From an optimization exercise on the open Yosys and OpenROAD flow, aimed at small area; shortcuts taken in it are not production practice.
Only simulation tests tie the RTL to the original design; equivalence was not proved.
No activity file was given, so power comes from the tool's default toggle rates. No driver is modelled on the clock port, so clocking that relies on it looks cheaper here than on a real chip.

$ cat design.v
module tpu_io_ctrl #(
  parameter int WORD_SIZE = 256,
  parameter int ROWS      = 32,
  localparam int ADDR_W   = (ROWS > 1) ? $clog2(ROWS) : 1
) (
  input  logic                 clk,
  input  logic                 rst,
  input  logic                 in_valid,
  input  logic [WORD_SIZE-1:0] gbuff_a,
  input  logic [WORD_SIZE-1:0] gbuff_b,
  input  logic [4:0]           m,
  input  logic [4:0]           n,
  input  logic [4:0]           k,
  output logic                 wr_en,
  output logic [ADDR_W-1:0]    wr_addr,
  output logic [WORD_SIZE-1:0] wr_data_a,
  output logic [WORD_SIZE-1:0] wr_data_b,
  output logic                 start,
  output logic [4:0]           m_o,
  output logic [4:0]           n_o,
  output logic [4:0]           k_o,
  input  logic                 done,
  output logic                 rd_en,
  output logic [ADDR_W-1:0]    rd_addr,
  input  logic [WORD_SIZE-1:0] rd_data,
  output logic                 out_valid,
  output logic [WORD_SIZE-1:0] gbuff_out,
  output logic                 busy,
  output logic                 proto_err
);
  localparam logic [ADDR_W-1:0] LAST_ROW = ADDR_W'(ROWS - 1);
  logic                 load_q;       
  logic                 run_q;        
  logic                 rd_valid_q;   
  logic [ADDR_W-1:0]    cnt_q;        
  logic [WORD_SIZE-1:0] rdata_q;      
  logic read_ph;    
  logic accept;     
  logic last;       
  logic done_ok;    
  assign wr_addr = cnt_q;
  assign rd_addr = cnt_q;
  assign read_ph = rd_en | out_valid;
  assign busy    = load_q | run_q | read_ph;
  assign accept  = in_valid & ~run_q & ~read_ph;
  assign last    = accept & load_q & (cnt_q == ADDR_W'(ROWS - 2));
  assign start   = run_q & (cnt_q == LAST_ROW);
  assign done_ok = done & run_q & ~start;
  assign gbuff_out = rdata_q & {WORD_SIZE{out_valid}};
  always_ff @(posedge clk or posedge rst) begin
    if (rst) begin
      load_q    <= 1'b0;
      run_q     <= 1'b0;
      wr_en     <= 1'b0;
      rd_en     <= 1'b0;
      out_valid <= 1'b0;
      proto_err <= 1'b0;
    end else begin
      load_q    <= (load_q | accept) & ~last;
      run_q     <= last | (run_q & ~done_ok);
      wr_en     <= accept;
      rd_en     <= done_ok | (rd_en & (cnt_q != LAST_ROW));
      out_valid <= rd_valid_q;
      if ((done & ~run_q) | (in_valid & (run_q | read_ph))) proto_err <= 1'b1;
    end
  end
  always_ff @(posedge clk) begin
    wr_data_a  <= gbuff_a;
    wr_data_b  <= gbuff_b;
    rdata_q    <= rd_data;
    rd_valid_q <= rd_en;
    if (load_q)     cnt_q <= cnt_q + ADDR_W'(in_valid);
    else if (rd_en) cnt_q <= cnt_q + 1'b1;
    else            cnt_q <= '0;
    if (!busy) begin
      m_o <= m;
      n_o <= n;
      k_o <= k;
    end
  end
endmodule
$ cat flow/run.sh
#!/bin/bash
# Layout flow: the standard ORFS flow (the standard.sh) with
#  - port buffers of the smallest buffer cell,
#  - each data input pin placed next to the output pin it feeds (io.tcl),
#  - a clock tree of small buffers without dummy loads.
export IO_CONSTRAINTS="$PWD/flow/io.tcl"
export BUFFER_PORTS_ARGS="-buffer_cell sky130_fd_sc_hd__buf_1"
export CTS_ARGS="-sink_clustering_enable -repair_clock_nets -dont_use_dummy_load -buf_list {sky130_fd_sc_hd__clkbuf_8} -sink_clustering_size 20 -sink_clustering_max_diameter 60"

bash standard.sh > standard.log 2>&1
$ cat flow/io.tcl
# Keep each data input pin next to the output pin of the register it feeds,
# so every data bit's buffer-register-buffer chain stays at the die edge.
for {set i 0} {$i < 256} {incr i} {
  set_io_pin_constraint -group -order -pin_names [list "gbuff_a\[$i\]" "wr_data_a\[$i\]"]
  set_io_pin_constraint -group -order -pin_names [list "gbuff_b\[$i\]" "wr_data_b\[$i\]"]
  set_io_pin_constraint -group -order -pin_names [list "rd_data\[$i\]" "gbuff_out\[$i\]"]
}
$ cat standard.sh
#!/bin/bash
# synth_recipe.tcl (not shown) runs the flow's synth.tcl, then flattens the netlist and writes it again
# the make line also repeats each setting of config.mk as NAME=value (left out here)
make -C /OpenROAD-flow-scripts/flow DESIGN_CONFIG=/design/flow/config.mk WORK_HOME=/design/flow/orfs CLKGATE_MAP_FILE= SYNTH_SCRIPT=/design/flow/synth_recipe.tcl "${@:-finish}"
$ cat config.mk
export PLATFORM = sky130hd
export DESIGN_NAME = tpu_io_ctrl
export DESIGN_NICKNAME = tpu_io_ctrl
export VERILOG_FILES = /design/flow/design.v
export SDC_FILE = /design/flow/constraint.sdc
export NUM_CORES = 4
export LEC_CHECK = 0
export CAP_MARGIN = 20
export CORE_AREA = 10 10 450 450
export DIE_AREA = 0 0 460 460
export SLEW_MARGIN = 20
$ cat constraint.sdc
create_clock -name core_clock -period 5.0 [get_ports {clk}]
set_input_delay 1.0000 -clock core_clock [delete_from_list [all_inputs] [get_ports {clk}]]
set_output_delay 1.0000 -clock core_clock [all_outputs]
set_load 0.01 [all_outputs]
==> flow_summary.yaml, run 1 <==
critical_path:
  max_stage_delay_ns: 0.64
  worstPathCellList: "buf_12 -> nor4_2 -> buf_4 -> inv_1 -> buf_1"
  required_ns: 4.00
  slowest_stage: "dfrtp_4"
  critPathArrivalTime_ns: 2.35
  path_class: "flop to output port"
  path_max_fanout: 117
  timing.critical_path.from_type: "flop"
  end_kind: "output port"
clocking:
  clk_latency_ns: 0.75
  clockBufferDepth: 3
  cts-resized-gates: 0
  cts_tree: "yes"
  ctsHoldBuffers: 1
  htreeDepth: 2
  path_clk_slew_ns: 0.05
  cts_root_buffer: "clkbuf_8"
  cts_made_buffers: 51
  postCtsSetupBuffers: 0
  clock-sinks: 795
global_route:
  grt_pass1_wl_um: 84200
  gr-total-overflow: 0
  grtUsageMet3: 0.0246
  grt_max_degree: 145
  gr-usage-all-layers: 0.0502
  busiest_layer: "met2"
  grt_antenna_before_repair: 2
  grt_pass1_vias: 14600
  grt_use_met1: 0.0434
  grt_use_met2: 0.0949
logic_synthesis:
  syn_avg_cell_area_um2: 16.1
  yosys_warnings: 1
  synth_cell_types: 29
  seq_area_frac_synth: 0.885
  syn_inst: 1129
  syn_area_um2: 18200
  synth-seq-cells: 795
  syn_nets: 1921
detailed_routing:
  wirelength_um: 60200
  drtIter0Drc: 475
  ant_nets: 0
  viasPerCell: 2.50
  drc: 0
  route.vias.total: 13200
  wl_per_cell_um: 11.4
  first_pass_iters: 4
timing:
  post-route-min-period_ns: 3.35
  worst_pin_slew_ns: 0.726
  tns_ns: 0
  rsz0062_at_grt: "false"
  slew_violations: 0
  finalHoldViolCount: 0
  slew-limit-headroom: 0.518
  clock_skew_ns: 0.0540
  finalSetupViolations: 0
  timing.fmax_ghz: 0.299
  post-route-period-util: 0.670
power_and_ir_drop:
  cellPowerDensity_nw_per_um2: 407
  vdd.ir_drop.worst_v: 0.000265
  p_total_uw: 11300
  leakagePower_uw: 0.00992
cells_and_area:
  layout_common_cells: "buf_1 (1,585), dfxtp_1 (774), and2_1 (257), clkbuf_8 (51), edfxtp_1 (15)"
  drive_gt1_frac: 0.0212
  syn_to_final_growth_pct: 53.4
  num-nets-final: 3528
  layout_commonest_cell: "buf_1"
  fillers: 21800
die:
  die_y_um: 460
  row_count: 161
  io_pins: 1586
  die_area_um2: 212000
  coreArea_um2: 193000
  die_w_um: 460
  initial_core_util: 0.0944
worst_hold_path:
  hold_class: "flop to flop"
run_status:
  status: "finished clean"
run:
  cap_viol_max_count: 0
placement:
  dp_hpwl_um: 50500
  routabilityCongestion: 0.780
  io_buffers: 1585
[cell families (layout without fill, tap and decap cells)]
group,Yosys count,after routing,synth area share
adders and majority gates,5,5,0.00344
xor gates and xnor gates,3,3,0.00145
DFF,795,795,0.885
AOI/OAI and AO/OA,13,13,0.00468
and+or+nand+nor,271,271,0.0935
other,0,4,0
buffers and inverters,42,1647,0.0116
[sequential cells by signal, indices dropped and copies added, names as in the netlist, 5 cells and up]
| register | flops |
|---|---|
| cnt_q | 5 |
| k_o | 5 |
| m_o | 5 |
| n_o | 5 |
| rdata_q | 256 |
| wr_data_a | 256 |
| wr_data_b | 256 |
[stage by stage]
| step | util | setup WS, ns | hold WS [ns] | instance area, um^2 | instances |
|---|---|---|---|---|---|
| after detailed placement | 0.141 | 1.88 | 0.320 | 27100 | 5207 |
| after global routing | 0.145 | 1.40 | 0.194 | 27900 | 5262 |
| after floorplan | - | 1.47 | 0.316 | 18200 | 1129 |
| after global placement | 0.141 | 1.98 | 0.321 | 27100 | 5207 |
| final | 0.145 | 1.65 | 0.324 | 27900 | 5264 |
| after CTS | 0.145 | 0.990 | 0.160 | 27900 | 5259 |
[final timing paths]
path                        endpoint  cells after the start        from  slack, ns
setup / recovery                busy                      5   out_valid       1.65
hold / removal             out_valid                      0  rd_valid_q       0.32
setup reg to reg              k_o[4]                      3   out_valid       3.30
hold reg to reg            out_valid                      0  rd_valid_q       0.32
max in group asynchronous  out_valid                      3         rst       3.99
min in group asynchronous      rd_en                      3         rst       0.72
[critical path, delay by kind of cell (launching register included)]
kind	cells	cell delay, ns
flops	1	0.64
simple gates	1	0.23
buf+inv	4	0.74
[Yosys cell counts]
master | count | area, um^2
dfxtp_1 | 774 | 15500
dfrtp_1 | 6 | 150
clkbuf_1 | 3 | 11.3
o21a_1 | 1 | 7.51
xor2_1 | 1 | 8.76
o211ai_1 | 2 | 15.0
xnor2_1 | 2 | 17.5
nor4_1 | 1 | 6.26
inv_1 | 7 | 26.3
nor4b_4 | 1 | 23.8
a21oi_1 | 2 | 10.0
nand2b_1 | 1 | 6.26
or2_2 | 1 | 6.26
a41o_1 | 1 | 10.0
and3_1 | 2 | 12.5
nand3_1 | 1 | 5.00
clkbuf_2 | 22 | 110
edfxtp_1 | 15 | 450
buf_4 | 5 | 37.5
o31ai_1 | 1 | 7.51
nor2_1 | 1 | 3.75
nand4_1 | 2 | 12.5
o21ai_0 | 4 | 20.0
o2bb2ai_1 | 1 | 8.76
and2_1 | 257 | 1610
a31oi_1 | 1 | 6.26
buf_2 | 5 | 25.0
ha_1 | 5 | 62.6
nand2_1 | 4 | 15.0
[power by group]
part	leakage, uW	switching (uW)	total (uW)	internal (uW)
Clock	0.000367	1810	2720	911
Combinational	0.00282	1060	1720	663
Sequential	0.00673	184	6900	6720
[per-layer routing]
layer,wire (um),vias to the layer above,part of all wire
li1,-,6624,-
met1,18300,5611,0.30
met4,2310,0,0.038
met2,31800,809,0.53
met3,7730,107,0.13
met5,0,-,0
[area by class of cell]
| cell class | count | area (um^2) | share of cell area |
|---|---|---|---|
| flip-flops and latches | 795 | 16100 | 0.577 |
| repair buffers | 1589 | 6010 | 0.216 |
| well taps | 2526 | 3160 | 0.113 |
| multi-input cells | 292 | 1880 | 0.0674 |
| clock buffers | 51 | 702 | 0.0252 |
| inverters | 7 | 26.3 | 0.000942 |
| diodes | 4 | 10.0 | 0.000359 |
==> run 2: changes to the inputs <==
--- a/design.v
+++ b/design.v
@@ -48,4 +48,13 @@
   assign done_ok = done & run_q & ~start;
   assign gbuff_out = rdata_q & {WORD_SIZE{out_valid}};
+  logic              cnt_keep;
+  logic [ADDR_W:0]   cnt_cy;
+  logic [ADDR_W-1:0] cnt_nxt;
+  assign cnt_keep  = load_q | rd_en;
+  assign cnt_cy[0] = in_valid | rd_en;
+  for (genvar i = 0; i < ADDR_W; i++) begin : g_cnt
+    assign cnt_nxt[i]  = cnt_keep & (cnt_q[i] ^ cnt_cy[i]);
+    assign cnt_cy[i+1] = cnt_cy[i] & cnt_q[i];
+  end
   always_ff @(posedge clk or posedge rst) begin
     if (rst) begin
@@ -70,7 +79,5 @@
     rdata_q    <= rd_data;
     rd_valid_q <= rd_en;
-    if (load_q)     cnt_q <= cnt_q + ADDR_W'(in_valid);
-    else if (rd_en) cnt_q <= cnt_q + 1'b1;
-    else            cnt_q <= '0;
+    cnt_q      <= cnt_nxt;
     if (!busy) begin
       m_o <= m;
--- a/flow/run.sh
+++ b/flow/run.sh
@@ -7,4 +7,4 @@
 export BUFFER_PORTS_ARGS="-buffer_cell sky130_fd_sc_hd__buf_1"
 export CTS_ARGS="-sink_clustering_enable -repair_clock_nets -dont_use_dummy_load -buf_list {sky130_fd_sc_hd__clkbuf_8} -sink_clustering_size 20 -sink_clustering_max_diameter 60"
-
+export RECOVER_POWER=100
 bash standard.sh > standard.log 2>&1
==> run 2 against run 1 <==
First-iteration DRC count down 3.2%. Count of clock-buffer cells in the layout shrank 1. Via count fell by 1.5%. Fmax decreased by 18%. Utilization down 0.080 points.
==> flow_summary.yaml, run 2 <==
die:
  io_pins: 1586
  row_count: 161
  die_area_um2: 212000
  initial_core_util: 0.0940
  die_w_um: 460
  coreArea_um2: 193000
  die_y_um: 460
clocking:
  cts_tree: "yes"
  clockBufferDepth: 3
  cts-resized-gates: 0
  ctsHoldBuffers: 0
  path_clk_slew_ns: 0.11
  postCtsSetupBuffers: 0
  htreeDepth: 2
  cts_made_buffers: 50
  clock-sinks: 795
  cts_root_buffer: "clkbuf_8"
  clk_latency_ns: 0.72
timing:
  post-route-period-util: 0.822
  slew-limit-headroom: 0.352
  clock_skew_ns: 0.0632
  worst_pin_slew_ns: 0.971
  tns_ns: 0
  finalSetupViolations: 0
  rsz0062_at_grt: "false"
  finalHoldViolCount: 0
  timing.fmax_ghz: 0.243
  slew_violations: 0
  post-route-min-period_ns: 4.11
power_and_ir_drop:
  pwr-share-seq: 0.604
  p_int_uw: 8350
  pwr-share-comb: 0.162
  cellPowerDensity_nw_per_um2: 415
  p_total_uw: 11500
  pwr-share-clk: 0.234
  vdd.ir_drop.worst_v: 0.000410
  netSwitchingFraction: 0.274
  p_switching_uw: 3150
  leakagePower_uw: 0.00970
critical_path:
  required_ns: 4.00
  path_class: "flop to output port"
  timing.rr.start: "out_valid"
  worstSetupStartpoint: "out_valid"
  timing.critical_path.from_type: "flop"
  critPathArrivalTime_ns: 3.11
  end_kind: "output port"
  path_max_fanout: 129
logic_synthesis:
  async_reset_ff_frac: 0.00755
  yosys_warnings: 1
  syn_nets: 1903
  syn_inst: 1112
  synth_area_leader_cell: "dfxtp_1"
  synth_cell_types: 25
  post-synth-top-count-cell: "dfxtp_1"
  seq_area_frac_synth: 0.889
  syn_area_um2: 18100
  yosys-top-cells-count: "dfxtp_1 (774), and2_1 (256), clkbuf_2 (22)"
  synth_area_leaders: "dfxtp_1 (86%), and2_1 (8.9%), edfxtp_1 (2.5%)"
  syn_avg_cell_area_um2: 16.3
  synth-seq-cells: 795
  synth-edff-count: 15
  synth_top_area_frac: 0.856
  ys.flop_type: "dfxtp_1"
global_route:
  grt_pass1_wl_um: 81500
  gr-usage-all-layers: 0.0482
  grt_pass1_vias: 14500
  busiest_layer: "met2"
  grt_use_met1: 0.0428
  grt_use_met2: 0.0891
  grt_antenna_before_repair: 2
  grtUsageMet3: 0.0255
  gr-total-overflow: 0
  grt_max_degree: 130
detailed_routing:
  viasPerCell: 2.47
  drtIter0Drc: 460
  ant_nets: 0
  first_pass_iters: 4
  drc: 0
  route.vias.total: 13000
  wirelength_um: 57700
  wl_per_cell_um: 11.0
cells_and_area:
  stdcell_area_um2: 27700
  layout_common_cells: "buf_1 (1,585), dfxtp_1 (774), and2_1 (169), and2_0 (87), clkbuf_8 (50)"
  syn_to_final_growth_pct: 53.3
  layout_commonest_cell: "buf_1"
  post-route-util: 0.144
  reg_top3: "rdata_q (256), wr_data_a (256), wr_data_b (256)"
  fillers: 21900
  multiInputGateArea_um2: 1800
  num-nets-final: 3510
  drive_gt1_frac: 0.0199
  register_area_um2: 16100
placement:
  place_area_um2: 27100
  dp_hpwl_um: 48200
  routabilityCongestion: 0.776
  io_buffers: 1585
run_status:
  status: "finished clean"
run:
  cap_viol_max_count: 0
worst_hold_path:
  hold_class: "input pin to async pin"
run 2: area by class of cell:
| cell class | count | area share |
|---|---|---|
| flip-flops and latches | 795 | 0.580 |
| clock buffers | 50 | 0.0248 |
| inverters | 3 | 0.000406 |
| well taps | 2526 | 0.114 |
| diodes | 1 | 0.0000902 |
| repair buffers | 1588 | 0.215 |
| multi-input cells | 281 | 0.0649 |
run 2: kinds of logic after synthesis:
| group | Yosys count | synth area share |
|---|---|---|
| DFF | 795 | 0.889 |
| and+or+nand+nor | 269 | 0.0947 |
| buffers and inverters | 36 | 0.0103 |
| AOI/OAI and AO/OA | 7 | 0.00235 |
| adders and majority gates | 4 | 0.00277 |
| xor gates and xnor gates | 1 | 0.000484 |
run 2: per-layer routing:
layer,part of all wire,up-vias
met3,0.14,85
li1,-,6558
met4,0.033,0
met2,0.52,809
met5,0,-
met1,0.31,5508
run 2: stage by stage:
| step | hold WS (ns) | setup WS, ns | std cells |
|---|---|---|---|
| after floorplan | 0.316 | 2.45 | 1112 |
| after global placement | 0.317 | 2.08 | 5193 |
| after detailed placement | 0.316 | 2.01 | 5193 |
| after CTS | 0.0101 | 1.08 | 5243 |
| after global routing | 0.0594 | 0.463 | 5244 |
| final | 0.156 | 0.892 | 5244 |
run 2: final timing paths:
path	to	slack, ns	cells past startpoint
worst max-delay path	busy	0.89	5
worst min-delay path	proto_err	0.16	2
worst max register to register	k_o[0]	2.51	3
worst min register to register	out_valid	0.33	0
max in group asynchronous	rd_en	4.57	2
min in group core_clock	out_valid	0.33	0
run 2: power groups by stage:
stage,registers (uW),clock network (uW),logic [uW]
floorplan,7120,0,972
global route,7020,3120,2070
global placement,7090,0,1910
CTS,6960,2900,1940
detailed placement,7110,0,1930
finish,6950,2690,1860
run 2: worst max-delay path, cell delays in order, from the launching register on:
cell	delay [ns]
dfrtp_4	0.77
buf_12	0.36
nor4_4	0.29
clkbuf_1	0.67
inv_1	0.09
buf_1	0.17
==> run 3: changes to the inputs <==
--- a/flow/run.sh
+++ b/flow/run.sh
@@ -6,5 +6,5 @@
 export IO_CONSTRAINTS="$PWD/flow/io.tcl"
 export BUFFER_PORTS_ARGS="-buffer_cell sky130_fd_sc_hd__buf_1"
-export CTS_ARGS="-sink_clustering_enable -repair_clock_nets -dont_use_dummy_load -buf_list {sky130_fd_sc_hd__clkbuf_8} -sink_clustering_size 20 -sink_clustering_max_diameter 60"
+export CTS_ARGS="-sink_clustering_enable -repair_clock_nets -dont_use_dummy_load -buf_list {sky130_fd_sc_hd__clkbuf_16} -sink_clustering_size 32 -sink_clustering_max_diameter 50"
 export RECOVER_POWER=100
 bash standard.sh > standard.log 2>&1
==> run 3 against run 2 <==
Critical path depth unchanged. Global-route usage about the same. Via count increased by 0.63%. Worst setup slack improved by 0.098 ns. Fmax increased by 2.4%. Final cell count about the same. Die area unchanged. Clock skew decreased by 0.049 ns. Hold slack improved by 0.10 ns. Critical path type unchanged. Critical endpoint unchanged.
==> flow_summary.yaml, run 3 <==
detailed_routing:
  wirelength_um: 57900
  drc: 0
  first_pass_iters: 4
  wl_per_cell_um: 11.0
  drtIter0Drc: 429
  ant_nets: 0
  route.vias.total: 13000
  viasPerCell: 2.48
placement:
  dp_hpwl_um: 48200
  routabilityCongestion: 0.776
  io_buffers: 1585
timing:
  post-route-min-period_ns: 4.01
  clock_skew_ns: 0.0144
  timing.fmax_ghz: 0.249
  finalHoldViolCount: 0
  rsz0062_at_grt: "false"
  slew_violations: 0
  slew-limit-headroom: 0.350
  post-route-period-util: 0.802
  worst_pin_slew_ns: 0.975
  tns_ns: 0
  finalSetupViolations: 0
run:
  cap_viol_max_count: 0
logic_synthesis:
  synth_top_area_frac: 0.856
  synth-seq-cells: 795
  synth_cell_types: 25
  synth_area_leader_cell: "dfxtp_1"
  synth_area_leaders: "dfxtp_1 (86%), and2_1 (8.9%), edfxtp_1 (2.5%)"
  synth-edff-count: 15
  syn_nets: 1903
  seq_area_frac_synth: 0.889
  async_reset_ff_frac: 0.00755
  yosys-top-cells-count: "dfxtp_1 (774), and2_1 (256), clkbuf_2 (22)"
  syn_inst: 1112
  ys.flop_type: "dfxtp_1"
  syn_area_um2: 18100
  syn_avg_cell_area_um2: 16.3
  post-synth-top-count-cell: "dfxtp_1"
  yosys_warnings: 1
clocking:
  postCtsSetupBuffers: 0
  clock-sinks: 795
  clockBufferDepth: 3
  clk_latency_ns: 0.64
  path_clk_slew_ns: 0.06
  cts-resized-gates: 0
  cts_root_buffer: "clkbuf_16"
  ctsHoldBuffers: 0
  htreeDepth: 2
  cts_tree: "yes"
  cts_made_buffers: 55
cells_and_area:
  drive_gt1_frac: 0.0217
  post-route-util: 0.148
  syn_to_final_growth_pct: 57.1
  layout_commonest_cell: "buf_1"
  num-nets-final: 3515
  layout_common_cells: "buf_1 (1,585), dfxtp_1 (774), and2_1 (141), and2_0 (115), clkbuf_16 (55)"
  reg_top3: "rdata_q (256), wr_data_a (256), wr_data_b (256)"
die:
  coreArea_um2: 193000
  die_y_um: 460
  io_pins: 1586
  die_w_um: 460
  row_count: 161
  initial_core_util: 0.0940
  die_area_um2: 212000
critical_path:
  max_stage_delay_ns: 0.75
  worstPathCellList: "buf_12 -> nor4_4 -> clkbuf_1 -> inv_1 -> buf_1"
  slowest_stage: "dfrtp_4"
  critPathArrivalTime_ns: 3.01
  required_ns: 4.00
  path_class: "flop to output port"
  end_kind: "output port"
  r2r_setup_slack_ns: 2.51
  timing.critical_path.from_type: "flop"
  path_max_fanout: 129
worst_hold_path:
  hold_class: "input pin to async pin"
run_status:
  status: "finished clean"
global_route:
  grt_max_degree: 130
  grt_antenna_before_repair: 2
  gr-total-overflow: 0
  grt_pass1_vias: 14600
  gr-usage-all-layers: 0.0484
  grt_pass1_wl_um: 81800
power_and_ir_drop:
  cellPowerDensity_nw_per_um2: 446
  vdd.ir_drop.worst_v: 0.000297
  leakagePower_uw: 0.0100
## run 3: critical path: cells and delay by family (launching register included)
kind	cells	cell delay, ns
buffers and inverters	4	1.30
DFF	1	0.75
and+or+nand+nor	1	0.29
## run 3: logic make-up (layout without fill, tap and decap cells)
kind of cell / count (synthesis) / count (layout) / share of synthesized area
AO/OA/AOI/OAI: 7 / 7 / 0.00235
XOR/XNOR: 1 / 1 / 0.000484
adder cells (fa/ha/maj): 4 / 4 / 0.00277
buffers and inverters: 36 / 1646 / 0.0103
flip-flops: 795 / 795 / 0.889
other: 0 / 1 / 0
AND/OR/NAND/NOR: 269 / 269 / 0.0947
## run 3: routing by layer
| metal | share of wire | global-route usage | wire length [um] |
|---|---|---|---|
| met1 | 0.31 | 0.0427 | 17900 |
| met2 | 0.52 | 0.0896 | 30000 |
| met4 | 0.035 | 0.0229 | 2040 |
| met3 | 0.14 | 0.0254 | 7970 |
| met5 | 0 | 0 | 0 |
## run 3: area by class of cell
type	count	area (um^2)
Inverter	3	11.3
Sequential cell	795	16100
Fill cell	21800	164000
Timing Repair Buffer	1588	5980
Clock buffer	55	1380
Antenna cell	1	2.50
Tap cell	2526	3160
Multi-Input combinational cell	281	1800
## run 3: worst paths after layout
path,from,to,depth (start not counted)
min reg2reg,rd_valid_q,out_valid,0
max reg2reg,out_valid,k_o[1],3
min in group core_clock,rd_valid_q,out_valid,0
max,out_valid,busy,5
min,rst,wr_en,2
max in group asynchronous,rst,out_valid,2
## run 3: per-stage QoR
step	setup WS, ns	hold slack, ns	total power (uW)	area [um^2]	instances
5_1_grt	0.627	0.220	13400	28400	5249
3_3_place_gp	2.08	0.317	9000	27100	5193
4_1_cts	1.25	0.170	13000	28400	5248
2_1_floorplan	2.45	0.316	8090	18100	1112
3_5_place_dp	2.01	0.316	9040	27100	5193
6_report	0.990	0.256	12700	28400	5249
## run 3: report_power, final
group          total, uW  internal [uW]  leakage, uW  switching, uW
Sequential          6950           6730      0.00673            223
Combinational       1860            729      0.00258           1130
Clock               3860           1930     0.000678           1940
Total              12700           9380       0.0100           3290
==> run 4: changes to the inputs <==
--- a/flow/run.sh
+++ b/flow/run.sh
@@ -6,5 +6,5 @@
 export IO_CONSTRAINTS="$PWD/flow/io.tcl"
 export BUFFER_PORTS_ARGS="-buffer_cell sky130_fd_sc_hd__buf_1"
-export CTS_ARGS="-sink_clustering_enable -repair_clock_nets -dont_use_dummy_load -buf_list {sky130_fd_sc_hd__clkbuf_16} -sink_clustering_size 32 -sink_clustering_max_diameter 50"
+export CTS_ARGS="-sink_clustering_enable -repair_clock_nets -dont_use_dummy_load -buf_list {sky130_fd_sc_hd__clkbuf_8 sky130_fd_sc_hd__clkbuf_16} -sink_clustering_size 26 -sink_clustering_max_diameter 45"
 export RECOVER_POWER=100
 bash standard.sh > standard.log 2>&1
==> run 4 against run 3 <==
Via count rose by 1.2%. Non-clock buffer count unchanged. Area after synthesis stayed put. Highest routed layer unchanged. Still clean on timing, DRC and antenna. Count of clock-buffer cells in the layout increased by 19. Critical path type unchanged. Worst setup slack lost 0.020 ns. Critical path depth unchanged. Utilization grew 0.25 points. Combinational power is essentially flat. Global-route usage up 0.13 points. Fmax decreased by 0.51%.
==> flow_summary.yaml, run 4 <==
clocking:
  cts-resized-gates: 0
  htreeDepth: 3
  clockBufferDepth: 3
  cts_made_buffers: 74
  cts_root_buffer: "clkbuf_16"
  ctsHoldBuffers: 0
  path_clk_slew_ns: 0.06
  postCtsSetupBuffers: 0
  clock-sinks: 795
  cts_tree: "yes"
  clk_latency_ns: 0.65
logic_synthesis:
  syn_avg_cell_area_um2: 16.3
  syn_nets: 1903
  yosys_warnings: 1
  synth_cell_types: 25
  synth_area_leaders: "dfxtp_1 (86%), and2_1 (8.9%), edfxtp_1 (2.5%)"
  yosys-top-cells-count: "dfxtp_1 (774), and2_1 (256), clkbuf_2 (22)"
  seq_area_frac_synth: 0.889
  synth-seq-cells: 795
  syn_area_um2: 18100
  syn_inst: 1112
  ys.flop_type: "dfxtp_1"
  synth-edff-count: 15
  post-synth-top-count-cell: "dfxtp_1"
  synth_area_leader_cell: "dfxtp_1"
  synth_top_area_frac: 0.856
  async_reset_ff_frac: 0.00755
global_route:
  grt_pass1_wl_um: 83000
  grt_pass1_vias: 14800
  grt_antenna_before_repair: 3
  grt_max_degree: 130
  gr-total-overflow: 0
  gr-usage-all-layers: 0.0497
detailed_routing:
  drc: 0
  viasPerCell: 2.50
  wirelength_um: 58600
  drtIter0Drc: 439
  wl_per_cell_um: 11.1
  ant_nets: 0
  route.vias.total: 13200
  first_pass_iters: 4
placement:
  io_buffers: 1585
  place_area_um2: 27100
  place_inst: 5193
  routabilityCongestion: 0.776
  dp_hpwl_um: 48200
die:
  io_pins: 1586
  initial_core_util: 0.0940
  die_area_um2: 212000
  die_y_um: 460
  die_w_um: 460
  coreArea_um2: 193000
  row_count: 161
power_and_ir_drop:
  cellPowerDensity_nw_per_um2: 467
  leakagePower_uw: 0.0102
  vdd.ir_drop.worst_v: 0.000316
cells_and_area:
  stdcell_area_um2: 28900
  register_area_um2: 16100
  syn_to_final_growth_pct: 59.7
  reg_top3: "rdata_q (256), wr_data_a (256), wr_data_b (256)"
  layout_commonest_cell: "buf_1"
  layout_common_cells: "buf_1 (1,585), dfxtp_1 (774), and2_1 (142), and2_0 (114), clkbuf_16 (74)"
  multiInputGateArea_um2: 1800
  fillers: 21700
  stdcell_count: 5270
  num-nets-final: 3534
  drive_gt1_frac: 0.0285
critical_path:
  end_kind: "output port"
  r2r_setup_slack_ns: 2.50
  required_ns: 4.00
  path_class: "flop to output port"
  critPathArrivalTime_ns: 3.03
  path_max_fanout: 129
  timing.critical_path.from_type: "flop"
timing:
  worst_pin_slew_ns: 0.985
  slew_violations: 0
  timing.fmax_ghz: 0.248
  rsz0062_at_grt: "false"
  clock_skew_ns: 0.0286
  post-route-period-util: 0.806
  finalSetupViolations: 0
  finalHoldViolCount: 0
  slew-limit-headroom: 0.343
  tns_ns: 0
  post-route-min-period_ns: 4.03
run_status:
  status: "finished clean"
run:
  cap_viol_max_count: 0
worst_hold_path:
  hold_class: "input pin to async pin"
-- run 4: cell counts after synthesis --
Identical to the previous run, type by type.
-- run 4: metal layers --
layer	GRT usage	up-vias	routed length [um]
li1	-	6624	-
met4	0.0238	0	2120
met2	0.0907	822	30400
met5	0	-	0
met1	0.0428	5633	18000
met3	0.0295	116	8130
-- run 4: report_power, final --
group | internal, uW | switching (uW) | leakage, uW | total, uW
Combinational | 729 | 1130 | 0.00258 | 1860
Clock | 2590 | 2080 | 0.000912 | 4670
Sequential | 6730 | 225 | 0.00673 | 6960
-- run 4: final timing paths --
check | startpoint | end | depth (start not counted)
max in group asynchronous | rst | out_valid | 2
min in group core_clock | rd_valid_q | out_valid | 0
worst min-delay path | rst | proto_err | 2
worst min register to register | rd_valid_q | out_valid | 0
worst max register to register | out_valid | k_o[1] | 3
worst max-delay path | out_valid | busy | 5
-- run 4: cell type report --
class,instances,share of cell area
diodes,3,0.000260
clock buffers,74,0.0641
inverters,3,0.000390
multi-input cells,281,0.0622
flip-flops and latches,795,0.557
well taps,2526,0.109
repair buffers,1588,0.207
-- run 4: critical path: stages (launching register included) --
cell and delay, ns:
dfrtp_4 0.75, buf_12 0.36, nor4_4 0.29, clkbuf_1 0.68
inv_1 0.10, buf_1 0.18
-- run 4: logic make-up (layout without fill, tap and decap cells) --
family,count (synthesis),count (layout),share of synthesized area
AND/OR/NAND/NOR,269,269,0.0947
adder cells (fa/ha/maj),4,4,0.00277
buffers and inverters,36,1665,0.0103
flip-flops,795,795,0.889
other,0,3,0
XOR/XNOR,1,1,0.000484
AO/OA/AOI/OAI,7,7,0.00235
-- run 4: through the flow --
step | power (uW) | setup WS, ns | hold slack [ns] | util
final | 13500 | 0.970 | 0.247 | 0.150
after global routing | 14200 | 0.596 | 0.180 | 0.150
after CTS | 13800 | 1.23 | 0.148 | 0.150
after floorplan | 8090 | 2.45 | 0.316 | -
after detailed placement | 9040 | 2.01 | 0.316 | 0.141
after global placement | 9000 | 2.08 | 0.317 | 0.141
==> run 5: changes to the inputs <==
==> flow/run.sh (replaced) <==
#!/bin/bash
# Layout flow: the standard ORFS flow (the standard.sh) with
#  - port buffers of the smallest buffer cell,
#  - each data input pin placed next to the output pin it feeds (io.tcl),
#  - a clock tree of small buffers without dummy loads.
export IO_CONSTRAINTS="$PWD/flow/io.tcl"
export BUFFER_PORTS_ARGS="-buffer_cell sky130_fd_sc_hd__buf_1"
export CTS_ARGS="-sink_clustering_enable -repair_clock_nets -dont_use_dummy_load -buf_list {sky130_fd_sc_hd__clkbuf_8} -sink_clustering_size 22 -sink_clustering_max_diameter 55"
export RECOVER_POWER=100
bash standard.sh > standard.log 2>&1
==> run 5 against run 4 <==
Count of clock-buffer cells in the layout decreased by 23. Total power decreased by 15%. Still clean. Sequential power about the same. Wire length decreased by 1.4%.
==> flow_summary.yaml, run 5 <==
logic_synthesis:
  post-synth-top-count-cell: "dfxtp_1"
  synth-edff-count: 15
  syn_nets: 1903
  synth_cell_types: 25
  yosys_warnings: 1
  synth-seq-cells: 795
  syn_area_um2: 18100
  syn_avg_cell_area_um2: 16.3
  ys.flop_type: "dfxtp_1"
  async_reset_ff_frac: 0.00755
  synth_area_leaders: "dfxtp_1 (86%), and2_1 (8.9%), edfxtp_1 (2.5%)"
  syn_inst: 1112
  seq_area_frac_synth: 0.889
  synth_area_leader_cell: "dfxtp_1"
  yosys-top-cells-count: "dfxtp_1 (774), and2_1 (256), clkbuf_2 (22)"
  synth_top_area_frac: 0.856
clocking:
  clockBufferDepth: 3
  cts_tree: "yes"
  ctsHoldBuffers: 1
  postCtsSetupBuffers: 0
  path_clk_slew_ns: 0.12
  htreeDepth: 2
  clock-sinks: 795
  cts_made_buffers: 51
  cts-resized-gates: 0
  cts_root_buffer: "clkbuf_8"
  clk_latency_ns: 0.74
power_and_ir_drop:
  p_int_uw: 8370
  p_switching_uw: 3160
  pwr-share-clk: 0.236
  leakagePower_uw: 0.00970
  netSwitchingFraction: 0.274
  pwr-share-comb: 0.161
  cellPowerDensity_nw_per_um2: 415
  vdd.ir_drop.worst_v: 0.000329
  pwr-share-seq: 0.602
timing:
  fin_ws_ns: 0.895
  clock_skew_ns: 0.0130
  timing.fmax_ghz: 0.244
  slew_violations: 0
  finalHoldViolCount: 0
  post-route-min-period_ns: 4.11
  rsz0062_at_grt: "false"
  tns_ns: 0
  worst_pin_slew_ns: 0.966
  finalSetupViolations: 0
  slew-limit-headroom: 0.356
  post-route-period-util: 0.821
cells_and_area:
  reg_top3: "rdata_q (256), wr_data_a (256), wr_data_b (256)"
  drive_gt1_frac: 0.0202
  layout_commonest_cell: "buf_1"
  syn_to_final_growth_pct: 53.4
  layout_common_cells: "buf_1 (1,585), dfxtp_1 (774), and2_1 (147), and2_0 (109), clkbuf_8 (51)"
  num-nets-final: 3512
critical_path:
  required_ns: 4.00
  path_max_fanout: 129
  path_class: "flop to output port"
  end_kind: "output port"
  timing.critical_path.from_type: "flop"
  critPathArrivalTime_ns: 3.11
detailed_routing:
  wirelength_um: 57800
  viasPerCell: 2.48
  wl_per_cell_um: 11.0
  first_pass_iters: 4
  route.vias.total: 13000
  drc: 0
  drtIter0Drc: 434
  ant_nets: 0
die:
  die_y_um: 460
  initial_core_util: 0.0940
  die_w_um: 460
  io_pins: 1586
  die_area_um2: 212000
  row_count: 161
  coreArea_um2: 193000
global_route:
  grt_max_degree: 130
  gr-usage-all-layers: 0.0482
  grt_pass1_vias: 14500
  grt_pass1_wl_um: 81400
  grt_antenna_before_repair: 2
  gr-total-overflow: 0
worst_hold_path:
  hold_class: "input pin to flop"
placement:
  dp_hpwl_um: 48200
  dp_slack_ns: 2.01
  io_buffers: 1585
  routabilityCongestion: 0.776
run_status:
  status: "finished clean"
run:
  cap_viol_max_count: 0
## run 5: critical path, stage by stage, from the launching register on
cell	delay, ns
dfrtp_4	0.97
clkbuf_1	0.79
and2_0	0.23
buf_1	0.21
## run 5: logic make-up after synthesis
| group | after synthesis | share of synthesized area |
|---|---|---|
| AO/OA/AOI/OAI | 7 | 0.00235 |
| XOR/XNOR | 1 | 0.000484 |
| adder cells (fa/ha/maj) | 4 | 0.00277 |
| buffers and inverters | 36 | 0.0103 |
| flip-flops | 795 | 0.889 |
| AND/OR/NAND/NOR | 269 | 0.0947 |
## run 5: final timing paths
check                             start             end  slack, ns  cells past startpoint
min reg2reg                  rd_valid_q       out_valid       0.33                      0
max                           out_valid  gbuff_out[149]       0.89                      3
min in group asynchronous           rst       proto_err       0.74                      3
min                        gbuff_b[186]  wr_data_b[186]       0.32                      1
max in group asynchronous           rst       out_valid       4.05                      3
max reg2reg                   out_valid          load_q       2.89                      4
## run 5: area by class of cell
cell class | count | area, um^2
flip-flops and latches | 795 | 16100
clock buffers | 51 | 702
well taps | 2526 | 3160
multi-input cells | 281 | 1780
inverters | 3 | 11.3
diodes | 1 | 2.50
fillers | 21800 | 165000
repair buffers | 1589 | 5990
## run 5: power by group through the flow
stage	logic [uW]	clock network (uW)	registers (uW)
after floorplan	972	0	7120
after global placement	1910	0	7090
after detailed placement	1930	0	7110
after CTS	1940	2910	6960
after global routing	2070	3150	7010
final	1860	2730	6940
## run 5: per-stage QoR
step | hold WS [ns] | cells | power [uW] | utilization | cell area, um^2
finish | 0.325 | 5246 | 11500 | 0.144 | 27800
global route | 0.185 | 5246 | 12200 | 0.144 | 27800
detailed placement | 0.316 | 5193 | 9040 | 0.141 | 27100
CTS | 0.169 | 5245 | 11800 | 0.144 | 27800
floorplan | 0.316 | 1112 | 8090 | - | 18100
global placement | 0.317 | 5193 | 9000 | 0.141 | 27100
## run 5: metal layers
metal	up-vias	wire length, um	GRT usage
li1	6562	-	-
met1	5517	17900	0.0427
met2	818	29700	0.0886
met3	93	7990	0.0253
met4	0	2190	0.0242
met5	-	0	0
==> run 6: changes to the inputs <==
--- a/flow/run.sh
+++ b/flow/run.sh
@@ -6,5 +6,5 @@
 export IO_CONSTRAINTS="$PWD/flow/io.tcl"
 export BUFFER_PORTS_ARGS="-buffer_cell sky130_fd_sc_hd__buf_1"
-export CTS_ARGS="-sink_clustering_enable -repair_clock_nets -dont_use_dummy_load -buf_list {sky130_fd_sc_hd__clkbuf_8} -sink_clustering_size 22 -sink_clustering_max_diameter 55"
+export CTS_ARGS="-sink_clustering_enable -repair_clock_nets -dont_use_dummy_load -buf_list {sky130_fd_sc_hd__clkbuf_16} -sink_clustering_size 36 -sink_clustering_max_diameter 100"
 export RECOVER_POWER=100
 bash standard.sh > standard.log 2>&1
==> run 6 against run 5 <==
Still clean. Cell area down 0.18%. Combinational power about the same. Non-clock buffer count down 1. Synthesized cell count unchanged. Die area unchanged. Area after synthesis unchanged. Hold slack worse by 0.11 ns. Wire length down 1.2%. Sequential power about the same. Global-route usage down 0.14 points. Critical path type unchanged. Critical endpoint is now busy.
==> flow_summary.yaml, run 6 <==
global_route:
  grt_max_degree: 130
  gr-usage-all-layers: 0.0468
  grt_antenna_before_repair: 2
  gr-total-overflow: 0
  grt_pass1_vias: 14400
  grt_pass1_wl_um: 80600
critical_path:
  max_stage_delay_ns: 0.78
  worstPathCellList: "buf_12 -> nor4_4 -> clkbuf_1 -> inv_1 -> buf_1"
  crit_buf_inv: 4
  r2r_setup_slack_ns: 2.50
  timing.critical_path.from_type: "flop"
  required_ns: 4.00
  ff2ff_path_depth: 3
  worstSetupStartpoint: "out_valid"
  end_kind: "output port"
  path_depth: 5
  critPathArrivalTime_ns: 3.07
  path_class: "flop to output port"
  crit_family: "buffers and inverters"
  path_max_fanout: 129
  timing.rr.start: "out_valid"
  slowest_stage: "dfrtp_4"
timing:
  timing.fmax_ghz: 0.246
  whs_ns: 0.212
  clock_skew_ns: 0.00517
  post-route-min-period_ns: 4.07
  slew-limit-headroom: 0.340
  tns_ns: 0
  post-route-period-util: 0.814
  finalHoldViolCount: 0
  rsz0062_at_grt: "false"
  finalSetupViolations: 0
  worst_pin_slew_ns: 0.990
  slew_violations: 0
placement:
  io_buffers: 1585
  place_inst: 5193
  dp_hpwl_um: 48200
  routabilityCongestion: 0.776
logic_synthesis:
  synth-edff-count: 15
  synth_cell_types: 25
  yosys-top-cells-count: "dfxtp_1 (774), and2_1 (256), clkbuf_2 (22)"
  async_reset_ff_frac: 0.00755
  ys.flop_type: "dfxtp_1"
  yosys_warnings: 1
  synth-seq-cells: 795
  synth_area_leader_cell: "dfxtp_1"
  synth_top_area_frac: 0.856
  synth_area_leaders: "dfxtp_1 (86%), and2_1 (8.9%), edfxtp_1 (2.5%)"
  post-synth-top-count-cell: "dfxtp_1"
  syn_area_um2: 18100
  syn_inst: 1112
  seq_area_frac_synth: 0.889
  syn_nets: 1903
  syn_avg_cell_area_um2: 16.3
detailed_routing:
  drtIter0Drc: 497
  route.vias.total: 12900
  wirelength_um: 57100
  drc: 0
  wl_per_cell_um: 10.9
  ant_nets: 0
  first_pass_iters: 4
  viasPerCell: 2.47
die:
  initial_core_util: 0.0940
  coreArea_um2: 193000
  die_area_um2: 212000
  row_count: 161
  die_w_um: 460
  io_pins: 1586
  die_y_um: 460
cells_and_area:
  layout_common_cells: "buf_1 (1,585), dfxtp_1 (774), and2_1 (142), and2_0 (114), clkbuf_16 (26)"
  reg_top3: "rdata_q (256), wr_data_a (256), wr_data_b (256)"
  fillers: 21800
  stdcell_count: 5220
  syn_to_final_growth_pct: 53.1
  num-nets-final: 3486
  layout_commonest_cell: "buf_1"
  drive_gt1_frac: 0.0111
power_and_ir_drop:
  p_total_uw: 11500
  cellPowerDensity_nw_per_um2: 415
  vdd.ir_drop.worst_v: 0.000352
  leakagePower_uw: 0.00964
clocking:
  cts-resized-gates: 0
  htreeDepth: 1
  clock-sinks: 795
  ctsHoldBuffers: 0
  clockBufferDepth: 3
  cts_root_buffer: "clkbuf_16"
  cts_made_buffers: 26
  clk_latency_ns: 0.66
  cts_tree: "yes"
  path_clk_slew_ns: 0.12
  postCtsSetupBuffers: 0
run_status:
  status: "finished clean"
worst_hold_path:
  hold_class: "input pin to async pin"
run:
  cap_viol_max_count: 0
## run 6: cell families after synthesis
kind of cell	share of synthesized area
buffers and inverters	0.0103
flip-flops	0.889
AO/OA/AOI/OAI	0.00235
AND/OR/NAND/NOR	0.0947
XOR/XNOR	0.000484
adder cells (fa/ha/maj)	0.00277
## run 6: worst reg2reg max path, stage by stage (launching register included)
cell and delay, ns:
dfrtp_4 0.78, buf_12 0.37, nor4_4 0.31, clkbuf_1 0.68
## run 6: final cells by class
cell class | instances | area (um^2) | area share
Sequential cell | 795 | 16100 | 0.581
Multi-Input combinational cell | 281 | 1800 | 0.0650
Inverter | 3 | 11.3 | 0.000407
Clock buffer | 26 | 651 | 0.0235
Antenna cell | 1 | 2.50 | 0.0000903
Timing Repair Buffer | 1588 | 5980 | 0.216
Tap cell | 2526 | 3160 | 0.114
## run 6: layer usage
| layer | track usage | part of all wire | vias to the layer above |
|---|---|---|---|
| met1 | 0.0429 | 0.31 | 5559 |
| met2 | 0.0889 | 0.52 | 776 |
| met4 | 0.0145 | 0.027 | 0 |
| met5 | 0 | 0 | - |
| met3 | 0.0237 | 0.13 | 62 |
| li1 | - | - | 6507 |
## run 6: path summary, 6_finish.rpt
check                            end
setup / recovery                busy
setup reg to reg              k_o[0]
min in group core_clock    out_valid
hold / removal             proto_err
hold reg to reg            out_valid
max in group asynchronous  out_valid
## run 6: stage by stage
stage	instance area (um^2)	setup WS (ns)	util
2_1_floorplan	18100	2.45	-
3_3_place_gp	27100	2.08	0.141
3_5_place_dp	27100	2.01	0.141
4_1_cts	27700	1.20	0.144
5_1_grt	27700	0.555	0.144
6_report	27700	0.930	0.144
## run 6: report_power, final
part / internal [uW] / switching, uW
clock network: 940 / 1740
logic: 729 / 1130
registers: 6730 / 223
==> run 7: changes to the inputs <==
--- a/flow/run.sh
+++ b/flow/run.sh
@@ -6,5 +6,5 @@
 export IO_CONSTRAINTS="$PWD/flow/io.tcl"
 export BUFFER_PORTS_ARGS="-buffer_cell sky130_fd_sc_hd__buf_1"
-export CTS_ARGS="-sink_clustering_enable -repair_clock_nets -dont_use_dummy_load -buf_list {sky130_fd_sc_hd__clkbuf_16} -sink_clustering_size 36 -sink_clustering_max_diameter 100"
+export CTS_ARGS="-sink_clustering_enable -repair_clock_nets -dont_use_dummy_load -buf_list {sky130_fd_sc_hd__clkbuf_16} -sink_clustering_size 33 -sink_clustering_max_diameter 100"
 export RECOVER_POWER=100
 bash standard.sh > standard.log 2>&1
==> run 7 against run 6 <==
Critical path depth is the same. First-iteration DRC count grew 2.8%. Count of clock-buffer cells in the layout grew 2. Cell area grew 0.18%. Sequential cell count is the same. Via count shrank 0.44%. Non-clock buffer count is the same. Global-route usage is essentially flat. Hold slack gained 0.015 ns. Utilization is essentially flat. Total power grew 0.65%. Critical path type unchanged. Largest cell class unchanged. Largest power group unchanged.
==> flow_summary.yaml, run 7 <==
run_status:
  status: "finished clean"
clocking:
  cts-resized-gates: 0
  cts_root_buffer: "clkbuf_16"
  clockBufferDepth: 3
  ctsHoldBuffers: 0
  cts_tree: "yes"
  postCtsSetupBuffers: 0
  cts_made_buffers: 28
  clk_latency_ns: 0.64
  htreeDepth: 1
  path_clk_slew_ns: 0.12
  clock-sinks: 795
detailed_routing:
  drc: 0
  wirelength_um: 57000
  ant_nets: 0
  route.vias.total: 12800
  first_pass_iters: 4
  wl_per_cell_um: 10.9
  drtIter0Drc: 511
  viasPerCell: 2.46
logic_synthesis:
  synth_mux_area_frac: 0
  synth_cell_types: 25
  syn_avg_cell_area_um2: 16.3
  ys.flop_type: "dfxtp_1"
  yosys_warnings: 1
  syn_inst: 1112
  synth_top_family_by_area: "simple AND/OR/NAND/NOR gates"
  synth_area_leaders: "dfxtp_1 (86%), and2_1 (8.9%), edfxtp_1 (2.5%)"
  synth_compound_area_frac: 0.00235
  yosys-top-cells-count: "dfxtp_1 (774), and2_1 (256), clkbuf_2 (22)"
  synth_area_leader_cell: "dfxtp_1"
  post-synth-top-count-cell: "dfxtp_1"
  synth_xor_area_frac: 0.000484
  synthAdderAreaFrac: 0.00277
  synth-seq-cells: 795
  seq_area_frac_synth: 0.889
  synth_top_area_frac: 0.856
  async_reset_ff_frac: 0.00755
  syn_nets: 1903
  synthSimpleGateAreaFrac: 0.0947
  syn_area_um2: 18100
  synth-edff-count: 15
timing:
  tns_ns: 0
  fin_ws_ns: 0.976
  slew_violations: 0
  rsz0062_at_grt: "false"
  slew-limit-headroom: 0.368
  clock_skew_ns: 0.0160
  post-route-min-period_ns: 4.02
  finalSetupViolations: 0
  worst_pin_slew_ns: 0.948
  finalHoldViolCount: 0
  post-route-period-util: 0.805
  timing.fmax_ghz: 0.248
power_and_ir_drop:
  pwr-share-seq: 0.601
  p_switching_uw: 3100
  vdd.ir_drop.worst_v: 0.000337
  p_total_uw: 11600
  p_int_uw: 8460
  cellPowerDensity_nw_per_um2: 417
  pwr-share-comb: 0.161
  netSwitchingFraction: 0.268
  pwr-share-clk: 0.238
  leakagePower_uw: 0.00966
die:
  row_count: 161
  die_area_um2: 212000
  initial_core_util: 0.0940
  coreArea_um2: 193000
  die_y_um: 460
  die_w_um: 460
  io_pins: 1586
placement:
  routabilityCongestion: 0.776
  dp_hpwl_um: 48200
  dp_slack_ns: 2.01
  io_buffers: 1585
  place_area_um2: 27100
critical_path:
  crit_family: "buffers and inverters"
  ff2ff_path_depth: 3
  path_depth: 5
  required_ns: 4.00
  path_max_fanout: 129
  end_kind: "output port"
  crit_buf_inv: 4
  timing.critical_path.from_type: "flop"
  path_class: "flop to output port"
  worstPathCellList: "buf_12 -> nor4_4 -> clkbuf_1 -> inv_1 -> buf_1"
  slowest_stage: "dfrtp_4"
  critPathArrivalTime_ns: 3.02
  max_stage_delay_ns: 0.77
global_route:
  grt_antenna_before_repair: 2
  gr-usage-all-layers: 0.0469
  grt_pass1_vias: 14300
  grt_max_degree: 130
  gr-total-overflow: 0
  grt_pass1_wl_um: 80600
worst_hold_path:
  hold_class: "input pin to async pin"
cells_and_area:
  num-nets-final: 3488
  layout_common_cells: "buf_1 (1,585), dfxtp_1 (774), and2_1 (142), and2_0 (114), clkbuf_16 (28)"
  layout_commonest_cell: "buf_1"
  reg_top3: "rdata_q (256), wr_data_a (256), wr_data_b (256)"
  post-route-util: 0.144
  syn_to_final_growth_pct: 53.4
  stdcell_area_um2: 27800
  drive_gt1_frac: 0.0119
run:
  cap_viol_max_count: 0
run 7: stage by stage:
step,std cells,hold WS (ns)
after floorplan,1112,0.316
after global placement,5193,0.317
after detailed placement,5193,0.316
after CTS,5221,0.147
after global routing,5222,0.170
final,5222,0.227
run 7: cells by family (layout without fill, tap and decap cells):
group / count (synthesis) / count (layout)
and+or+nand+nor: 269 / 269
buffers and inverters: 36 / 1619
DFF: 795 / 795
AOI/OAI and AO/OA: 7 / 7
adders and majority gates: 4 / 4
xor gates and xnor gates: 1 / 1
other: 0 / 1
run 7: per-layer routing:
metal,wire [um],global-route usage,up-vias,part of all wire
met1,17900,0.0429,5501,0.31
li1,-,-,6511,-
met3,7730,0.0238,63,0.14
met2,29800,0.0891,772,0.52
met4,1550,0.0147,0,0.027
met5,0,0,-,0
run 7: final timing paths:
kind                                 start        end  slack [ns]
worst max-delay path             out_valid       busy        0.98
max in group asynchronous              rst  out_valid        4.54
worst min-delay path                   rst  proto_err        0.23
min in group core_clock         rd_valid_q  out_valid        0.33
worst max register to register   out_valid     k_o[4]        2.52
worst min register to register  rd_valid_q  out_valid        0.33
run 7: layout make-up:
type / instances / area (um^2)
tap: 2526 / 3160
antenna: 1 / 2.50
inverter: 3 / 11.3
clock buffer: 28 / 701
sequential: 795 / 16100
multi-input combinational: 281 / 1800
fill: 21800 / 165000
timing repair buffer: 1588 / 5980
run 7: worst reg2reg max path, cell delays in order (launching register included):
cell	delay, ns
dfrtp_4	0.77
buf_12	0.36
nor4_4	0.31
clkbuf_1	0.68
run 7: power by group through the flow:
stage | clock, uW | sequential, uW | combinational (uW)
global route | 3160 | 7020 | 2070
CTS | 2940 | 6960 | 1940
finish | 2750 | 6950 | 1860
global placement | 0 | 7090 | 1910
floorplan | 0 | 7120 | 972
detailed placement | 0 | 7110 | 1930
==> run 8: changes to the inputs <==
--- a/flow/run.sh
+++ b/flow/run.sh
@@ -6,5 +6,5 @@
 export IO_CONSTRAINTS="$PWD/flow/io.tcl"
 export BUFFER_PORTS_ARGS="-buffer_cell sky130_fd_sc_hd__buf_1"
-export CTS_ARGS="-sink_clustering_enable -repair_clock_nets -dont_use_dummy_load -buf_list {sky130_fd_sc_hd__clkbuf_16} -sink_clustering_size 33 -sink_clustering_max_diameter 100"
+export CTS_ARGS="-sink_clustering_enable -repair_clock_nets -dont_use_dummy_load -buf_list {sky130_fd_sc_hd__clkbuf_16} -sink_clustering_buffer sky130_fd_sc_hd__clkbuf_8 -sink_clustering_size 20 -sink_clustering_max_diameter 100"
 export RECOVER_POWER=100
 bash standard.sh > standard.log 2>&1
==> run 8 against run 7 <==
Cell area is essentially flat. Total power shrank 0.39%. Critical path depth is the same. Non-clock buffer count is the same. Critical endpoint unchanged.
==> flow_summary.yaml, run 8 <==
run_status:
  status: "finished clean"
clocking:
  cts_root_buffer: "clkbuf_16"
  htreeDepth: 2
  postCtsSetupBuffers: 0
  cts_made_buffers: 45
  path_clk_slew_ns: 0.11
  clockBufferDepth: 3
  cts-resized-gates: 0
  clock-sinks: 795
  cts_tree: "yes"
  clk_latency_ns: 0.62
  ctsHoldBuffers: 0
critical_path:
  worstPathCellList: "buf_12 -> nor4_4 -> clkbuf_1 -> inv_1 -> buf_1"
  slowest_stage: "dfrtp_4"
  r2r_setup_slack_ns: 2.51
  max_stage_delay_ns: 0.77
  worstReg2RegEnd: "n_o[0]"
  crit_family: "buffers and inverters"
  timing.critical_path.from_type: "flop"
  timing.rr.start: "out_valid"
  end_kind: "output port"
  path_class: "flop to output port"
  required_ns: 4.00
  ff2ff_path_depth: 3
  critPathArrivalTime_ns: 3.02
  crit_buf_inv: 4
  path_max_fanout: 129
die:
  die_y_um: 460
  io_pins: 1586
  coreArea_um2: 193000
  die_w_um: 460
  die_area_um2: 212000
  row_count: 161
  initial_core_util: 0.0940
logic_synthesis:
  yosys_warnings: 1
  synth_top_area_frac: 0.856
  ys.flop_type: "dfxtp_1"
  syn_area_um2: 18100
  syn_avg_cell_area_um2: 16.3
  yosys-top-cells-count: "dfxtp_1 (774), and2_1 (256), clkbuf_2 (22)"
  syn_inst: 1112
  post-synth-top-count-cell: "dfxtp_1"
  syn_nets: 1903
  synth-seq-cells: 795
  synth_area_leaders: "dfxtp_1 (86%), and2_1 (8.9%), edfxtp_1 (2.5%)"
  synth_area_leader_cell: "dfxtp_1"
  seq_area_frac_synth: 0.889
  synth_cell_types: 25
  synth-edff-count: 15
  async_reset_ff_frac: 0.00755
placement:
  dp_hpwl_um: 48200
  place_inst: 5193
  routabilityCongestion: 0.776
  io_buffers: 1585
detailed_routing:
  ant_nets: 0
  first_pass_iters: 4
  wirelength_um: 57700
  viasPerCell: 2.48
  route.vias.total: 13000
  wl_per_cell_um: 11.0
  drc: 0
  drtIter0Drc: 485
global_route:
  grt_antenna_before_repair: 2
  grt_pass1_vias: 14500
  gr-total-overflow: 0
  gr-usage-all-layers: 0.0482
  grt_pass1_wl_um: 81500
  grt_max_degree: 130
timing:
  tns_ns: 0
  post-route-period-util: 0.804
  rsz0062_at_grt: "false"
  slew-limit-headroom: 0.357
  finalHoldViolCount: 0
  timing.fmax_ghz: 0.249
  post-route-min-period_ns: 4.02
  clock_skew_ns: 0.00592
  slew_violations: 0
  worst_pin_slew_ns: 0.964
  finalSetupViolations: 0
cells_and_area:
  reg_top3: "rdata_q (256), wr_data_a (256), wr_data_b (256)"
  syn_to_final_growth_pct: 53.2
  layout_commonest_cell: "buf_1"
  register_area_um2: 16100
  fillers: 21800
  drive_gt1_frac: 0.0181
  num-nets-final: 3505
  multiInputGateArea_um2: 1800
  layout_common_cells: "buf_1 (1,585), dfxtp_1 (774), and2_1 (142), and2_0 (114), clkbuf_8 (40)"
  stdcell_count: 5239
worst_hold_path:
  hold_class: "input pin to async pin"
power_and_ir_drop:
  p_total_uw: 11500
  leakagePower_uw: 0.00967
  vdd.ir_drop.worst_v: 0.000411
  cellPowerDensity_nw_per_um2: 415
run:
  cap_viol_max_count: 0
-- run 8: cell counts after synthesis --
Identical to the previous run, type by type.
-- run 8: worst max-delay path by stage --
| stage | startpoint | endpoint | slack, ns | depth (start not counted) |
|---|---|---|---|---|
| after detailed placement | out_valid | busy | 2.01 | 5 |
| after global routing | out_valid | gbuff_out[145] | 0.62 | 3 |
| after global placement | out_valid | busy | 2.08 | 5 |
| final | out_valid | busy | 0.98 | 5 |
| after CTS | out_valid | busy | 1.26 | 5 |
| after floorplan | out_valid | busy | 2.45 | 3 |
-- run 8: routing by layer --
| layer | track usage | vias up | share of wire | routed length [um] |
|---|---|---|---|---|
| met5 | 0 | - | 0 | 0 |
| li1 | - | 6543 | - | - |
| met4 | 0.0230 | 0 | 0.035 | 2000 |
| met1 | 0.0429 | 5553 | 0.31 | 18000 |
| met2 | 0.0890 | 800 | 0.52 | 29900 |
| met3 | 0.0250 | 87 | 0.14 | 7860 |
-- run 8: per-stage QoR --
step	cell area [um^2]	hold slack, ns	util	setup slack (ns)
6_report	27700	0.256	0.144	0.980
5_1_grt	27700	0.213	0.144	0.619
4_1_cts	27700	0.183	0.144	1.26
3_5_place_dp	27100	0.316	0.141	2.01
3_3_place_gp	27100	0.317	0.141	2.08
2_1_floorplan	18100	0.316	-	2.45
-- run 8: worst register-to-register path: stages, from the launching register on --
cell,delay [ns]
dfrtp_4,0.77
buf_12,0.36
nor4_4,0.32
clkbuf_1,0.68
-- run 8: logic make-up after synthesis --
logic type,after synthesis,share of synthesized area
AOI/OAI and AO/OA,7,0.00235
adders and majority gates,4,0.00277
xor gates and xnor gates,1,0.000484
DFF,795,0.889
and+or+nand+nor,269,0.0947
buffers and inverters,36,0.0103
-- run 8: where the power goes --
part	switching, uW	internal, uW	total, uW
clock network	1800	911	2710
logic	1130	729	1860
registers	222	6720	6950
-- run 8: final cells by class --
type,instances,area share
clock buffers,45,0.0244
multi-input cells,281,0.0649
diodes,1,0.0000903
well taps,2526,0.114
inverters,3,0.000406
repair buffers,1588,0.216
flip-flops and latches,795,0.581
==> run 9: changes to the inputs <==
==> flow/run.sh (replaced) <==
#!/bin/bash
# Layout flow: the standard ORFS flow (the standard.sh) with
#  - port buffers of the smallest buffer cell,
#  - each data input pin placed next to the output pin it feeds (io.tcl),
#  - a clock tree of small buffers without dummy loads.
export IO_CONSTRAINTS="$PWD/flow/io.tcl"
export BUFFER_PORTS_ARGS="-buffer_cell sky130_fd_sc_hd__buf_1"
export CTS_ARGS="-sink_clustering_enable -repair_clock_nets -dont_use_dummy_load -buf_list {sky130_fd_sc_hd__clkbuf_16} -sink_clustering_buffer sky130_fd_sc_hd__clkbuf_8 -sink_clustering_size 21 -sink_clustering_max_diameter 100"
export RECOVER_POWER=100
bash standard.sh > standard.log 2>&1
==> run 9 against run 8 <==
Still clean. Wire length shrank 0.26%. Sequential share of layout area grew 0.058 points. Clock skew grew 0.0028 ns. Global-route usage is essentially flat. Fmax grew 0.51%. Hold slack gained 0.0085 ns. Critical path type unchanged. Largest cell class unchanged. Largest power group unchanged. Highest routed layer unchanged.
==> flow_summary.yaml, run 9 <==
run_status:
  status: "finished clean"
global_route:
  gr-total-overflow: 0
  grt_use_met2: 0.0887
  grt_antenna_before_repair: 2
  grt_max_degree: 130
  grt_pass1_wl_um: 81300
  grt_pass1_vias: 14500
  grtUsageMet3: 0.0252
  gr-usage-all-layers: 0.0481
  busiest_layer: "met2"
  grt_use_met1: 0.0431
logic_synthesis:
  syn_avg_cell_area_um2: 16.3
  synth-seq-cells: 795
  post-synth-top-count-cell: "dfxtp_1"
  synth_xor_area_frac: 0.000484
  synthAdderAreaFrac: 0.00277
  synth_area_leader_cell: "dfxtp_1"
  synth_compound_area_frac: 0.00235
  synth_area_leaders: "dfxtp_1 (86%), and2_1 (8.9%), edfxtp_1 (2.5%)"
  syn_nets: 1903
  yosys_warnings: 1
  seq_area_frac_synth: 0.889
  synthSimpleGateAreaFrac: 0.0947
  yosys-top-cells-count: "dfxtp_1 (774), and2_1 (256), clkbuf_2 (22)"
  synth_cell_types: 25
  syn_inst: 1112
  synth_mux_area_frac: 0
  ys.flop_type: "dfxtp_1"
  synth_top_area_frac: 0.856
  synth-edff-count: 15
  async_reset_ff_frac: 0.00755
  synth_top_family_by_area: "simple AND/OR/NAND/NOR gates"
  syn_area_um2: 18100
die:
  initial_core_util: 0.0940
  io_pins: 1586
  die_area_um2: 212000
  row_count: 161
  die_w_um: 460
  die_y_um: 460
  coreArea_um2: 193000
clocking:
  cts_tree: "yes"
  ctsHoldBuffers: 0
  cts_made_buffers: 43
  htreeDepth: 2
  path_clk_slew_ns: 0.12
  clockBufferDepth: 3
  clk_latency_ns: 0.60
  cts-resized-gates: 0
  postCtsSetupBuffers: 0
  cts_root_buffer: "clkbuf_16"
  clock-sinks: 795
critical_path:
  worstSetupStartpoint: "out_valid"
  ff2ff_path_depth: 3
  worstPathCellList: "buf_12 -> nor4_4 -> clkbuf_1 -> inv_1 -> buf_1"
  path_class: "flop to output port"
  path_depth: 5
  crit_family: "buffers and inverters"
  max_stage_delay_ns: 0.78
  crit_buf_inv: 4
  critPathArrivalTime_ns: 3.00
  end_kind: "output port"
  timing.critical_path.from_type: "flop"
  slowest_stage: "dfrtp_4"
  path_max_fanout: 129
  r2r_setup_slack_ns: 2.52
  worstReg2RegEnd: "m_o[2]"
  timing.rr.start: "out_valid"
  required_ns: 4.00
  endpoint: "busy"
timing:
  finalSetupViolations: 0
  finalHoldViolCount: 0
  slew-limit-headroom: 0.360
  post-route-min-period_ns: 4.00
  post-route-period-util: 0.800
  slew_violations: 0
  tns_ns: 0
  timing.fmax_ghz: 0.250
  worst_pin_slew_ns: 0.960
  clock_skew_ns: 0.00873
  rsz0062_at_grt: "false"
detailed_routing:
  wl_per_cell_um: 11.0
  drc: 0
  first_pass_iters: 4
  wirelength_um: 57600
  route.vias.total: 12900
  drtIter0Drc: 445
  ant_nets: 0
  viasPerCell: 2.47
cells_and_area:
  reg_top3: "rdata_q (256), wr_data_a (256), wr_data_b (256)"
  fillers: 21800
  stdcell_area_um2: 27700
  syn_to_final_growth_pct: 53.1
  multiInputGateArea_um2: 1800
  layout_common_cells: "buf_1 (1,585), dfxtp_1 (774), and2_1 (142), and2_0 (114), clkbuf_8 (38)"
  layout_commonest_cell: "buf_1"
  drive_gt1_frac: 0.0173
  num-nets-final: 3503
  register_area_um2: 16100
placement:
  dp_hpwl_um: 48200
  routabilityCongestion: 0.776
  place_area_um2: 27100
  io_buffers: 1585
power_and_ir_drop:
  leakagePower_uw: 0.00965
  vdd.ir_drop.worst_v: 0.000393
  cellPowerDensity_nw_per_um2: 414
worst_hold_path:
  hold_class: "input pin to async pin"
run:
  cap_viol_max_count: 0
[run 9: cell counts after synthesis]
Identical to the previous run, type by type.
[run 9: worst min path at each step]
stage                      to  cells past startpoint  slack (ns)
finish                  rd_en                      2        0.26
global route            rd_en                      2        0.23
CTS                     rd_en                      2        0.17
detailed placement  out_valid                      0        0.32
global placement    out_valid                      0        0.32
floorplan           out_valid                      0        0.32
[run 9: cell type report]
cell class / instances / share of cell area
Multi-Input combinational cell: 281 / 0.0650
Tap cell: 2526 / 0.114
Antenna cell: 1 / 0.0000903
Inverter: 3 / 0.000407
Clock buffer: 43 / 0.0234
Timing Repair Buffer: 1588 / 0.216
Sequential cell: 795 / 0.581
[run 9: layer usage]
| layer | part of all wire | vias up |
|---|---|---|
| li1 | - | 6540 |
| met1 | 0.31 | 5526 |
| met2 | 0.52 | 801 |
| met3 | 0.14 | 82 |
| met4 | 0.033 | 0 |
| met5 | 0 | - |
[run 9: logic make-up (layout without fill, tap and decap cells)]
logic type               count (synthesis)  in the layout
XOR/XNOR                                 1              1
buffers and inverters                   36           1634
other                                    0              1
AND/OR/NAND/NOR                        269            269
AO/OA/AOI/OAI                            7              7
flip-flops                             795            795
adder cells (fa/ha/maj)                  4              4
[run 9: through the flow]
| stage | util | hold slack [ns] | instances | setup WS [ns] | total power, uW |
|---|---|---|---|---|---|
| 6_report | 0.144 | 0.264 | 5237 | 1.00 | 11500 |
| 5_1_grt | 0.144 | 0.225 | 5237 | 0.632 | 12200 |
| 4_1_cts | 0.144 | 0.171 | 5236 | 1.25 | 11800 |
| 3_5_place_dp | 0.141 | 0.316 | 5193 | 2.01 | 9040 |
| 3_3_place_gp | 0.141 | 0.317 | 5193 | 2.08 | 9000 |
| 2_1_floorplan | - | 0.316 | 1112 | 2.45 | 8090 |
[run 9: power by group]
| group | internal [uW] | switching, uW |
|---|---|---|
| logic | 729 | 1130 |
| registers | 6730 | 222 |
| clock network | 877 | 1790 |
| total | 8330 | 3140 |

==> separate check: timing with driven ports <==
How much do the figures lean on ideal ports? The routed layouts below were timed once more, with nothing changed but the port constraints. Step 1, drivers: a clkbuf_16 drives clk and a buf_2 each remaining input, both assumed. Step 2 moves the port delays by t, midway between the first and last clock arrival at a register: inputs arrive t later, outputs are due t later. That takes back most of the time a late clock gives input paths. Three values: ideal, step 1, step 2; two values: the first two.
run | t (ns) | slack for setup (ns) | hold WS [ns] | worst setup path after step 2 | worst slew at a driven data input, ns
run 1 | 0.779 | 1.651 / 1.575 / 2.355 | 0.324 / 0.288 / 0.324 | register to output | 0.10
run 2 | 0.770 | 0.892 / 0.822 / 1.592 | 0.156 / 0.141 / 0.331 | register to output | 0.09
run 3 | 0.705 | 0.990 / 0.917 / 1.622 | 0.256 / 0.236 / 0.324 | register to output | 0.09
run 4 | 0.697 | 0.970 / 0.897 / 1.593 | 0.247 / 0.226 / 0.323 | register to output | 0.09
run 5 | 0.793 | 0.895 / 0.823 / 1.617 | 0.325 / 0.283 / 0.331 | register to output | 0.09
run 6 | 0.712 | 0.930 / 0.856 / 1.568 | 0.212 / 0.192 / 0.333 | register to output | 0.10
run 7 | 0.714 | 0.976 / 0.903 / 1.617 | 0.227 / 0.206 / 0.330 | register to output | 0.10
run 8 | 0.683 | 0.980 / 0.905 / 1.588 | 0.256 / 0.234 / 0.332 | register to output | 0.09
run 9 | 0.674 | 1.000 / 0.927 / 1.602 | 0.264 / 0.244 / 0.332 | register to output | 0.10
After both steps every run listed still meets setup and hold.
